From an optimization exercise on the open Yosys and OpenROAD flow, aimed at small area, a short achievable clock period and few clock cycles per item; shortcuts taken in it are not production practice.
Only simulation tests tie the RTL to the original design; equivalence was not proved.
Power and IR drop assume default switching activity.

## flow/design.v (module list and top-level ports; edited modules follow where they fit)
// module fc_layer_top: 1232 lines
// module fc_fa: 10 lines
module fc_layer_top #(
    parameter int ICH_B       = 4,
    parameter int OCH_B       = 2,
    parameter int OCH_T       = 4,
    parameter int SCALE_SHIFT = 8,
    parameter int RELU        = 1
) (
    input  logic                      clk,
    input  logic                      areset,
    input  logic                      i_run,
    output logic                      o_idle,
    output logic                      o_run,
    output logic                      o_done,
    output logic                      o_en_err,
    output fc_ctrl_pkg::in_addr_t     o_in_addr,
    output logic                      o_in_ce,
    input  fc_data_pkg::act_t         i_in_q,
    output fc_ctrl_pkg::w_addr_t      o_w_addr,
    output logic                      o_w_ce,
    input  fc_data_pkg::weight_word_t i_w_q,
    output fc_ctrl_pkg::och_idx_t     o_b_addr,
    output logic                      o_b_ce,
    input  fc_data_pkg::bias_t        i_b_q,
    output fc_ctrl_pkg::och_idx_t     o_out_addr,
    output logic                      o_out_ce,
    output fc_data_pkg::act_t         o_out_d
);
  // ...
==> flow/flow/run.sh <==
#!/bin/bash
# The standard layout (standard synthesis included, unchanged), with the
# port buffers made from buf_4 cells instead of the resizer's default choice
# (clkdlybuf4s50_1, a delay cell). All tool output goes to standard.log here;
# ORFS also keeps its per-step logs under orfs/logs.
export BUFFER_PORTS_ARGS="-buffer_cell sky130_fd_sc_hd__buf_4"
bash standard.sh > standard.log 2>&1
==> flow/standard.sh <==
#!/bin/bash
# synth_recipe.tcl (not shown) runs the flow's synth.tcl, then flattens the netlist and writes it again
# the make line also repeats each setting of config.mk as NAME=value (left out here)
make -C /OpenROAD-flow-scripts/flow DESIGN_CONFIG=/design/flow/config.mk WORK_HOME=/design/flow/orfs CLKGATE_MAP_FILE= SYNTH_SCRIPT=/design/flow/synth_recipe.tcl "${@:-finish}"
==> flow/config.mk <==
export PLATFORM = sky130hd
export DESIGN_NAME = fc_layer_top
export DESIGN_NICKNAME = fc_layer_top
export VERILOG_FILES = /design/flow/design.v
export SDC_FILE = /design/flow/constraint.sdc
export NUM_CORES = 4
export LEC_CHECK = 0
export CAP_MARGIN = 20
export CORE_MARGIN = 2
export CORE_UTILIZATION = 60
export CTS_CLUSTER_DIAMETER = 100
export CTS_CLUSTER_SIZE = 30
export PLACE_DENSITY = 0.7
export SLEW_MARGIN = 20
export SYNTH_HIERARCHICAL = 1
export SYNTH_MINIMUM_KEEP_SIZE = 0
==> flow/constraint.sdc <==
create_clock -name core_clock -period 13.0 [get_ports {clk}]
set_input_delay 2.6000 -clock core_clock [delete_from_list [all_inputs] [get_ports {clk}]]
set_output_delay 2.6000 -clock core_clock [all_outputs]
set_load 0.01 [all_outputs]
==> impl_results.md, run 1 <==
- Result of the run: finished clean
- Largest register by flop count: act
- Overflow after GRT: 0
- # diodes: 0
- Nonclk buf count: 90
- Sum of met3 wire segment lengths after detailed routing: slightly below 2000 um
- Synthesized-area fraction occupied by adder cells: a little over a quarter
- Total design power: about 3.9 mW
- Setup bufs post-CTS: 0
- Startpoint kind of the worst setup timing path: register
- First-pass GRT wire length: 43,200 um
- Routed length on met1: between 10,000 and 15,000 um
- Layout inverter count without the clock tree: 34
- Placeable core area: between 20,000 and 25,000 um2
- Cell kind with the greatest summed area: multi-input combinational cells
- Met2 WL post-DR: 12,600 um
- Final weighted congestion in routability-driven placement: between 0.9 and 1
- Die width: ~150 um
- Reported clock group power: ~0.42 mW
- Synth Cell Area: around 13,000 um2
- HPWL Detailed: between 20,000 and 25,000 um
- Top FF cell, synth: dfxtp_1
- Fraction of layout cells with a size suffix above 1: 9.99%
- Bufs on Longest Clock Path: 3
- Site row count: 53
- Most frequent cells in the layout: dfxtp_1 (218), fa_1 (153), xnor2_1 (134)
- Quantity of hold-fixing buffers added after cts: 0
- Number of warnings issued by yosys: 8
- Critical setup path kind: register to register
Testbench counts, summed over its fixed seeds: cycles 20,480, runs 512.
==> inputs of run 2 (changes only) <==
==> flow/flow/run.sh (replaced) <==
#!/bin/bash
# The standard layout (standard synthesis included, unchanged), with the
# port buffers made from buf_4 cells instead of the resizer's default choice
# (clkdlybuf4s50_1, a delay cell), and timing repair aiming at 9.5 ns of
# setup slack. All tool output goes to standard.log here; ORFS also keeps its
# per-step logs under orfs/logs.
export BUFFER_PORTS_ARGS="-buffer_cell sky130_fd_sc_hd__buf_4"
export SETUP_SLACK_MARGIN=9.5
bash standard.sh > standard.log 2>&1
==> run 2 against run 1 <==
Compared with the run above: global-route usage up 0.14 points; first-iteration DRC count increased by 12%; still clean on timing, DRC and antenna; synthesized cell count unchanged.
==> impl_results.md, run 2 <==
- Result of the run: finished clean (unchanged)
- DR vias/cell: 5.49 (was 5.52)
- CP max-delay cell: dfxtp_4 (was nor4_2)
- Max-cap violation count: 0 (unchanged)
- NumNets Final: 1,384 (was 1,359)
- Cells along the critical path: buf_6 (was fa_1 -> fa_1 -> a211o_1 -> a211o_1 -> a21boi_1 -> o21ai_0 -> fa_1 -> xor2_1 -> nor4_2 -> a21oi_1)
- Max-slew violation count: 0 (unchanged)
- Max Used Layer: met4 (unchanged)
- Fraction of layout cells with a size suffix above 1: 16.7% (was 9.99%)
- Maximum number of pins on one net before global-route repair: 33 (unchanged)
- Placeable core area: 21,200 um2 (unchanged)
- Average size of a mapped cell: 11.9 um2 (unchanged)
- Max-slew headroom at the worst pin: 43.0% (was 43.4%)
- Worst R2R Setup Slack: 9.54 ns (was 9.18 ns)
- Die width: 151 um (unchanged)
- Critical setup path kind: register to output port (was register to register)
- Int Pwr: 2.40 mW (was 2.32 mW)
- Height of the chip: 151 um (unchanged)
- LEAKAGE: 5.82 nW (was 5.65 nW)
- Required time at the endpoint of the critical path: 10.40 ns (was 13.34 ns)
- Clock insertion delay at the later pin of the skew report: 0.49 ns (about the same)
- Antenna-violating nets left: 0 (unchanged)
- Beginning of the worst hold path: a3[2]$_DFF_P_ (unchanged)
- Portion of synthesized cell area occupied by the leading cell type: 33.6% (unchanged)
- Initial standard-cell utilization of the core: 61.4% (unchanged)
- Highest fanout seen on the critical path: 3 (was 7)
- Worst clock skew: 0.0193 ns (was 0.0177 ns)
- Data arrival time of the critical path: 0.97 ns (was 4.16 ns)
- Power share of the sequential group: 31.0% (was 31.9%)
- Site row count: 53 (unchanged)
- Total design power: 4.06 mW (was 3.94 mW)
- Routed length on met1: 12,500 um (was 12,800 um)
- Ports placed on the boundary: 113 (unchanged)
- Worst-case hold slack: 0.336 ns (about the same)
- Met2 WL post-DR: 12,800 um (was 12,600 um)
- Top FF cell, synth: dfxtp_1 (unchanged)
- Aggregate global-route resource usage: 25.3% (was 25.2%)
- Synth top cells by count: dfxtp_1 (218), fa_1 (153), xnor2_1 (134) (unchanged)
- Iteration count of the initial detailed-routing pass: 6 (unchanged)
- Terminating pin of the worst hold path: a2[2]$_DFF_P_ (unchanged)
- Worst path top cell family by delay: flip-flops (was adder cells)
- Detailed-route via count: 7,745 (was 7,650)
- Source of the critical timing path: r_out_addr[1]$_DFF_P_ (was r_cs_1_0$_DFF_P_)
- Routed length per placed instance: 19.9 um (was 20.0 um)
- Quantity of hold-fixing buffers added after cts: 0 (unchanged)
- Number of warnings issued by yosys: 8 (unchanged)
- Overflow after GRT: 0 (unchanged)
- Final setup viols: 0 (unchanged)
- RSZ-0062 raised after global routing: yes (was no)
- Post-synth ARST share: 0% (unchanged)
- PortBufs: 88 (unchanged)
- Switching power as a share of total power: 40.9% (was 41.1%)
- Type of the most critical hold path: register to register (unchanged)
- Num Clock Sinks: 250 (unchanged)
- CTS buffer count: 12 (unchanged)
- Psw: 1.66 mW (was 1.62 mW)
- Area Overhead vs Synth: 10.4% (was 7.10%)
- Clock edge transition at the registers on the reported setup and hold paths: 0.10 ns (about the same)
- HPWL Detailed: 22,300 um (unchanged)
- CP bufs+invs: 1 (was 0)
- Final number of hold-violating endpoints: 0 (unchanged)
- Most frequent cells in the layout: dfxtp_1 (179), fa_1 (150), xnor2_1 (132) (was dfxtp_1 (218), fa_1 (153), xnor2_1 (134))
- Power per cell area: 283 nW/um2 (about the same)
- Largest cells by area after synthesis: dfxtp_1 (34%), fa_1 (24%), xnor2_1 (9.0%) (unchanged)
- FMAX: 0.280 GHz (was 0.262 GHz)
- Stages on the worst setup path: 1 (was 10)
- Number of flops mapped to enable cells by yosys: 32 (unchanged)
- Die footprint: 22,800 um2 (unchanged)
- Length in cells of the worst reg-to-reg path: 7 (was 10)
- First-pass GRT wire length: 43,500 um (was 43,200 um)
- Share of the cycle needed by the critical path after routing: 27.5% (was 29.4%)
- Logic gate share of total power: 58.7% (was 57.4%)
- Delay contributed by the slowest stage of the critical path: 0.37 ns (was 0.58 ns)
- Final weighted congestion in routability-driven placement: 0.978 (unchanged)
- Cell accounting for the most synthesized area: dfxtp_1 (unchanged)
- TritonCTS clock tree: built (unchanged)
- Largest register by flop count: act (unchanged)
- Reg2reg end: r_cs_8_1$_DFF_P_ (was r_out_d[5]$_SDFF_PP0_)
- H-tree lvl count: 1 (unchanged)
- Number of flip-flops and latches in the synthesized netlist: 250 (unchanged)
- Leading cell type in the layout, fill and taps excluded: dfxtp_1 (unchanged)
- Number of design rule violations left after detail routing: 0 (unchanged)
- Clock network power share: 10.4% (was 10.7%)
- Peak supply drop: 0.167 mV (was 0.144 mV)
- Bufs on Longest Clock Path: 3 (unchanged)
- Flip-flop count of the largest register, all copies and words added: 32 (unchanged)
- Initial antenna violation count: 0 (unchanged)
- Least-Margin Pin Slew: 0.855 ns (was 0.849 ns)
- DRC marker count from the first detailed-route iteration: 556 (was 497)
- Final core utilization: 67.7% (was 65.7%)
- Setup crit end kind: output port (was register)
- Seq/Total Area, Yosys: 41.0% (unchanged)
- Post-Route Setup TNS: 0 ns (unchanged)
- Dominant cell by count in the synthesized netlist: dfxtp_1 (unchanged)
- Cell depth of the worst min-delay path: 0 (unchanged)
- Synthesized netlist cell count: 1,095 (unchanged)
- Synth Cell Area: 13,000 um2 (unchanged)
- Startpoint kind of the worst setup timing path: register (unchanged)
- Number of distinct library cells after synthesis: 40 (unchanged)
- Vias in the first global route: 7,667 (was 7,609)
- # diodes: 0 (unchanged)
- Detailed Route WL: 28,000 um (was 27,700 um)
- Buffer type at the clock tree root: clkbuf_16 (unchanged)
- Crit Reg-Reg Startpoint: act[2][0]$_DFFE_PN_ (was r_cs_1_0$_DFF_P_)
- Sum of met3 wire segment lengths after detailed routing: 2280 um (was 1960 um)
- Post-layout min period: 3.57 ns (was 3.82 ns)
- Total of fill cells in the finished design: 1,631 (was 1,669)
run 2: modules after synthesis, one instance, submodules excluded:
module	area, um2	cells	flip-flops and latches	times used
fc_fa	20.0	1	0	143
fc_layer_top	10100	952	250	1
run 2: what timing repair did:
item,4_1_cts,5_1_grt
pin swaps,3,7
resized for setup,48,39
setup endpoints to repair,45,48
buffers inserted,3,22
run 2: logic make-up after synthesis:
| kind of cell | count (synthesis) | share of synthesized area [%] |
|---|---|---|
| other | 1 | 0.0289 |
| AO/OA/AOI/OAI | 185 | 9.85 |
| AND/OR/NAND/NOR | 145 | 4.82 |
| buffers and inverters | 148 | 5.17 |
| XOR/XNOR | 174 | 11.7 |
| flip-flops | 250 | 41.0 |
| adder cells (fa/ha/maj) | 192 | 27.4 |
run 2: through the flow:
step | instances | setup WS [ns] | instance area [um2]
5_1_grt | 1411 | 9.39 | 14300
2_1_floorplan | 1118 | 9.55 | 13100
4_1_cts | 1389 | 9.41 | 14100
3_3_place_gp | 1369 | 9.30 | 13500
3_5_place_dp | 1369 | 9.16 | 13500
6_report | 1411 | 9.43 | 14300
run 2: power by group through the flow:
stage | Sequential, mW | Combinational [mW] | Clock, mW
after floorplan | 1.18 | 1.67 | 0
final | 1.26 | 2.38 | 0.421
after global routing | 1.28 | 2.72 | 0.462
after global placement | 1.27 | 2.15 | 0
after CTS | 1.26 | 2.33 | 0.436
after detailed placement | 1.27 | 2.26 | 0
run 2: per-layer routing:
layer	global-route usage (%)	vias up
met3	5.72	31
met4	3.97	0
met1	37.0	3814
li1	-	3595
met2	39.8	305
met5	0	-
run 2: cell type report:
cell class	instances	area (um2)	share of cell area, %
clock buffer	15	333	2.32
inverter	34	128	0.891
sequential	250	5380	37.5
timing repair buffer	115	968	6.76
clock inverter	2	25.0	0.175
tap	275	344	2.40
multi-input combinational	720	7150	49.9
run 2: worst max-delay path by stage:
stage	endpoint
6_report	o_w_addr[3]
3_3_place_gp	r_out_d[5]$_SDFF_PP0_
4_1_cts	o_w_addr[2]
5_1_grt	o_out_addr[0]
2_1_floorplan	r_b_ce$_SDFF_PP0_
3_5_place_dp	r_out_d[3]$_SDFF_PP0_
run 2: worst register-to-register path: cells and delay by family, from the launching register on:
family | cells | cell delay (ns)
AO/OA/AOI/OAI | 1 | 0.29
adder cells (fa/ha/maj) | 5 | 2.32
XOR/XNOR | 1 | 0.17
flip-flops | 1 | 0.56
==> inputs of run 3 (changes only) <==
==> flow/flow/run.sh (replaced) <==
#!/bin/bash
# The standard layout (standard synthesis included, unchanged), with the
# port buffers made from buf_4 cells instead of the resizer's default choice
# (clkdlybuf4s50_1, a delay cell), timing repair aiming at 9.5 ns of setup
# slack, and clock tree synthesis with larger sink clusters and no dummy
# loads. All tool output goes to standard.log here; ORFS also keeps its
# per-step logs under orfs/logs.
export BUFFER_PORTS_ARGS="-buffer_cell sky130_fd_sc_hd__buf_4"
export SETUP_SLACK_MARGIN=9.5
export CTS_ARGS="-sink_clustering_enable -repair_clock_nets -sink_clustering_size 30 -sink_clustering_max_diameter 100 -dont_use_dummy_load"
bash standard.sh > standard.log 2>&1
==> run 3 against run 2 <==
Compared with the run above: wire length about the same; clock power shrank 7.6%; register-to-register slack got worse by 0.03 ns; hold slack hardly changed; first-iteration DRC count down 2.7%; fmax hardly changed; non-clock buffer count unchanged; cell count shrank 0.35%; sequential cell count unchanged; setup slack got worse by 0.0030 ns; sequential share of layout area increased by 0.14 points; area after synthesis unchanged.
==> impl_results.md, run 3 <==
- DRC marker count from the first detailed-route iteration: 541 (was 556)
- Required time at the endpoint of the critical path: 10.40 ns (about the same)
- Total of fill cells in the finished design: 1,632 (was 1,631)
- Dpl ws: 9.16 ns (unchanged)
- Result of the run: finished clean (unchanged)
- Vias in the first global route: 7,671 (was 7,667)
- Crit Reg-Reg Startpoint: act[2][2]$_DFFE_PN_ (was act[2][0]$_DFFE_PN_)
- Final worst setup slack: 9.43 ns (about the same)
- Critical setup path kind: register to output port (unchanged)
- Area Overhead vs Synth: 9.97% (was 10.4%)
- Final weighted congestion in routability-driven placement: 0.978 (unchanged)
- Overflow after GRT: 0 (unchanged)
- Die footprint: 22,800 um2 (unchanged)
- H-tree lvl count: 1 (unchanged)
- LEAKAGE: 5.79 nW (was 5.82 nW)
- Beginning of the worst hold path: a3[2]$_DFF_P_ (unchanged)
- Final setup viols: 0 (unchanged)
- Iteration count of the initial detailed-routing pass: 6 (unchanged)
- Seq/Total Area, Yosys: 41.0% (unchanged)
- Number of flip-flops and latches in the synthesized netlist: 250 (unchanged)
- Worst path top cell family by delay: flip-flops (unchanged)
- Maximum number of pins on one net before global-route repair: 33 (unchanged)
- Detailed-route via count: 7,756 (was 7,745)
- Number of cells in the finished layout apart from fillers: 1,406 (was 1,411)
- RSZ-0062 raised after global routing: yes (unchanged)
- NumNets Final: 1,384 (unchanged)
- Least-Margin Pin Slew: 0.856 ns (was 0.855 ns)
- Synth top cells by count: dfxtp_1 (218), fa_1 (153), xnor2_1 (134) (unchanged)
- Ports placed on the boundary: 113 (unchanged)
- Startpoint kind of the worst setup timing path: register (unchanged)
- Cell Area, Placed: 13,500 um2 (unchanged)
- Share of the cycle needed by the critical path after routing: 27.5% (about the same)
- Highest fanout seen on the critical path: 3 (unchanged)
- Portion of synthesized cell area occupied by the leading cell type: 33.6% (unchanged)
- Number of design rule violations left after detail routing: 0 (unchanged)
- Peak supply drop: 0.166 mV (was 0.167 mV)
- Cell accounting for the most synthesized area: dfxtp_1 (unchanged)
- HPWL Detailed: 22,300 um (unchanged)
- Initial antenna violation count: 0 (unchanged)
- Sequential cell area: 5380 um2 (unchanged)
- Site row count: 53 (unchanged)
- Height of the chip: 151 um (unchanged)
- Delay contributed by the slowest stage of the critical path: 0.34 ns (was 0.37 ns)
- Aggregate global-route resource usage: 25.4% (was 25.3%)
- FMAX: 0.280 GHz (about the same)
- Routed length per placed instance: 19.9 um (about the same)
- Dpl cells: 1,369 (unchanged)
- Number of flops mapped to enable cells by yosys: 32 (unchanged)
- Synth Cell Area: 13,000 um2 (unchanged)
- Clock edge transition at the registers on the reported setup and hold paths: 0.11 ns (was 0.10 ns)
- Most frequent cells in the layout: dfxtp_1 (179), fa_1 (149), xnor2_1 (132) (was dfxtp_1 (179), fa_1 (150), xnor2_1 (132))
- # diodes: 0 (unchanged)
- Worst clock skew: 0.0363 ns (was 0.0193 ns)
- Top FF cell, synth: dfxtp_1 (unchanged)
- DR vias/cell: 5.52 (was 5.49)
- Quantity of hold-fixing buffers added after cts: 0 (unchanged)
- Data arrival time of the critical path: 0.97 ns (about the same)
- Leading cell type in the layout, fill and taps excluded: dfxtp_1 (unchanged)
- Synthesized netlist cell count: 1,095 (unchanged)
- Post-route design area: 14,300 um2 (about the same)
- TritonCTS clock tree: built (unchanged)
- Max-slew violation count: 0 (unchanged)
- Dominant cell by count in the synthesized netlist: dfxtp_1 (unchanged)
- Post-synth ARST share: 0% (unchanged)
- Antenna-violating nets left: 0 (unchanged)
- Clock insertion delay at the later pin of the skew report: 0.50 ns (was 0.49 ns)
- Bufs on Longest Clock Path: 3 (unchanged)
- Placeable core area: 21,200 um2 (unchanged)
- CP max-delay cell: dfxtp_2 (was dfxtp_4)
- Max-slew headroom at the worst pin: 42.9% (was 43.0%)
- Post-Route Setup TNS: 0 ns (unchanged)
- CP bufs+invs: 1 (unchanged)
- Buffer type at the clock tree root: clkbuf_16 (unchanged)
- Average size of a mapped cell: 11.9 um2 (unchanged)
- Power per cell area: 283 nW/um2 (about the same)
- Final number of hold-violating endpoints: 0 (unchanged)
- Max-cap violation count: 0 (unchanged)
- Largest register by flop count: act (unchanged)
- Detailed Route WL: 28,000 um (about the same)
- Number of warnings issued by yosys: 8 (unchanged)
- Fraction of layout cells with a size suffix above 1: 16.6% (was 16.7%)
- Largest cells by area after synthesis: dfxtp_1 (34%), fa_1 (24%), xnor2_1 (9.0%) (unchanged)
- Flip-flop count of the largest register, all copies and words added: 32 (unchanged)
- First-pass GRT wire length: 43,500 um (about the same)
- CTS buffer count: 12 (unchanged)
- Die width: 151 um (unchanged)
- Area taken by multi-input logic gates: 7150 um2 (about the same)
- Cells along the critical path: buf_4 (was buf_6)
- Initial standard-cell utilization of the core: 61.4% (unchanged)
- Setup crit end kind: output port (unchanged)
- Source of the critical timing path: r_out_addr[0]$_DFF_P_ (was r_out_addr[1]$_DFF_P_)
- Type of the most critical hold path: register to register (unchanged)
- Num Clock Sinks: 250 (unchanged)
- Number of distinct library cells after synthesis: 40 (unchanged)
- Post-layout min period: 3.57 ns (about the same)
- PortBufs: 88 (unchanged)
-- run 3: cell counts after synthesis --
No cell type changed its count.
-- run 3: routing by layer --
layer / GRT usage, % / part of all wire (%) / vias to the layer above
li1: - / - / 3591
met1: 37.0 / 45 / 3839
met2: 39.8 / 46 / 299
met3: 5.81 / 7.9 / 27
met4: 4.11 / 1.6 / 0
met5: 0 / 0 / -
-- run 3: area by class of cell --
type	instances	area share, %
clock buffers	12	2.10
inverters	34	0.894
multi-input cells	720	50.1
flip-flops and latches	250	37.7
well taps	275	2.41
repair buffers	115	6.79
-- run 3: per-module statistics from Yosys, one instance, submodules excluded --
| module | area [um2] | times used | flops+latches | cells |
|---|---|---|---|---|
| fc_layer_top | 10100 | 1 | 250 | 952 |
| fc_fa | 20.0 | 143 | 0 | 1 |
-- run 3: repair_timing --
item,4_1_cts,5_1_grt
endpoints found under the setup margin,45,48
gates resized for setup,51,37
setup buffers,3,22
hold endpoints to repair,0,0
pin swaps,3,7
-- run 3: through the flow --
stage                     total power, mW  hold slack [ns]  utilization, %
after floorplan                      2.85            0.310               -
after global placement               3.42            0.310            64.0
after detailed placement             3.53            0.312            64.0
after CTS                            3.99            0.337            66.2
after global routing                 4.44            0.343            67.5
final                                4.04            0.336            67.5
-- run 3: logic make-up (layout without fill, tap and decap cells) --
group           Yosys count  in the layout  share of synthesized area (%)
flops                   250            250                           41.0
fa+ha+maj               192            192                           27.4
compound gates          185            185                           9.85
xor+xnor                174            174                           11.7
buf+inv                 148            161                           5.17
simple gates            145            145                           4.82
other cells               1             24                         0.0289
-- run 3: where the power goes --
group	total, mW	switching [mW]	internal [mW]
clock	0.389	0.222	0.167
combinational	2.40	1.27	1.13
sequential	1.26	0.166	1.09
-- run 3: worst paths after layout --
kind | slack (ns) | endpoint | cells past startpoint
setup / recovery | 9.43 | o_b_addr[0] | 1
hold / removal | 0.34 | a2[2]$_DFF_P_ | 0
setup reg to reg | 9.51 | r_cs_9_1$_DFF_P_ | 7
hold reg to reg | 0.34 | a2[2]$_DFF_P_ | 0

static timing again, ports no longer ideal:
How much do the figures lean on ideal ports? The routed layouts below were timed once more, with nothing changed but the port constraints.
Step 1 sets driving cells, clkbuf_16 on the clock port and buf_2 on the other inputs (assumed; they add their load-dependent delay and slew).
Step 2 adds t to the input delays and takes it off the output delays; t is the mean of the earliest and latest rising clock arrival at the registers after step 1. Input paths then give back, and output paths get back, about the clock's delay inside the block.
Slacks: ideal / step 1 / step 2; pairs: ideal / step 1.
run	shift t [ns]	setup slack, ns	worst slew at a driven data input, ns
run 1	0.526	9.181 / 9.181 / 9.181	0.05
run 2	0.526	9.430 / 9.386 / 9.504	0.05
run 3	0.523	9.427 / 9.382 / 9.508	0.05
After both steps setup and hold are still met in every run listed.
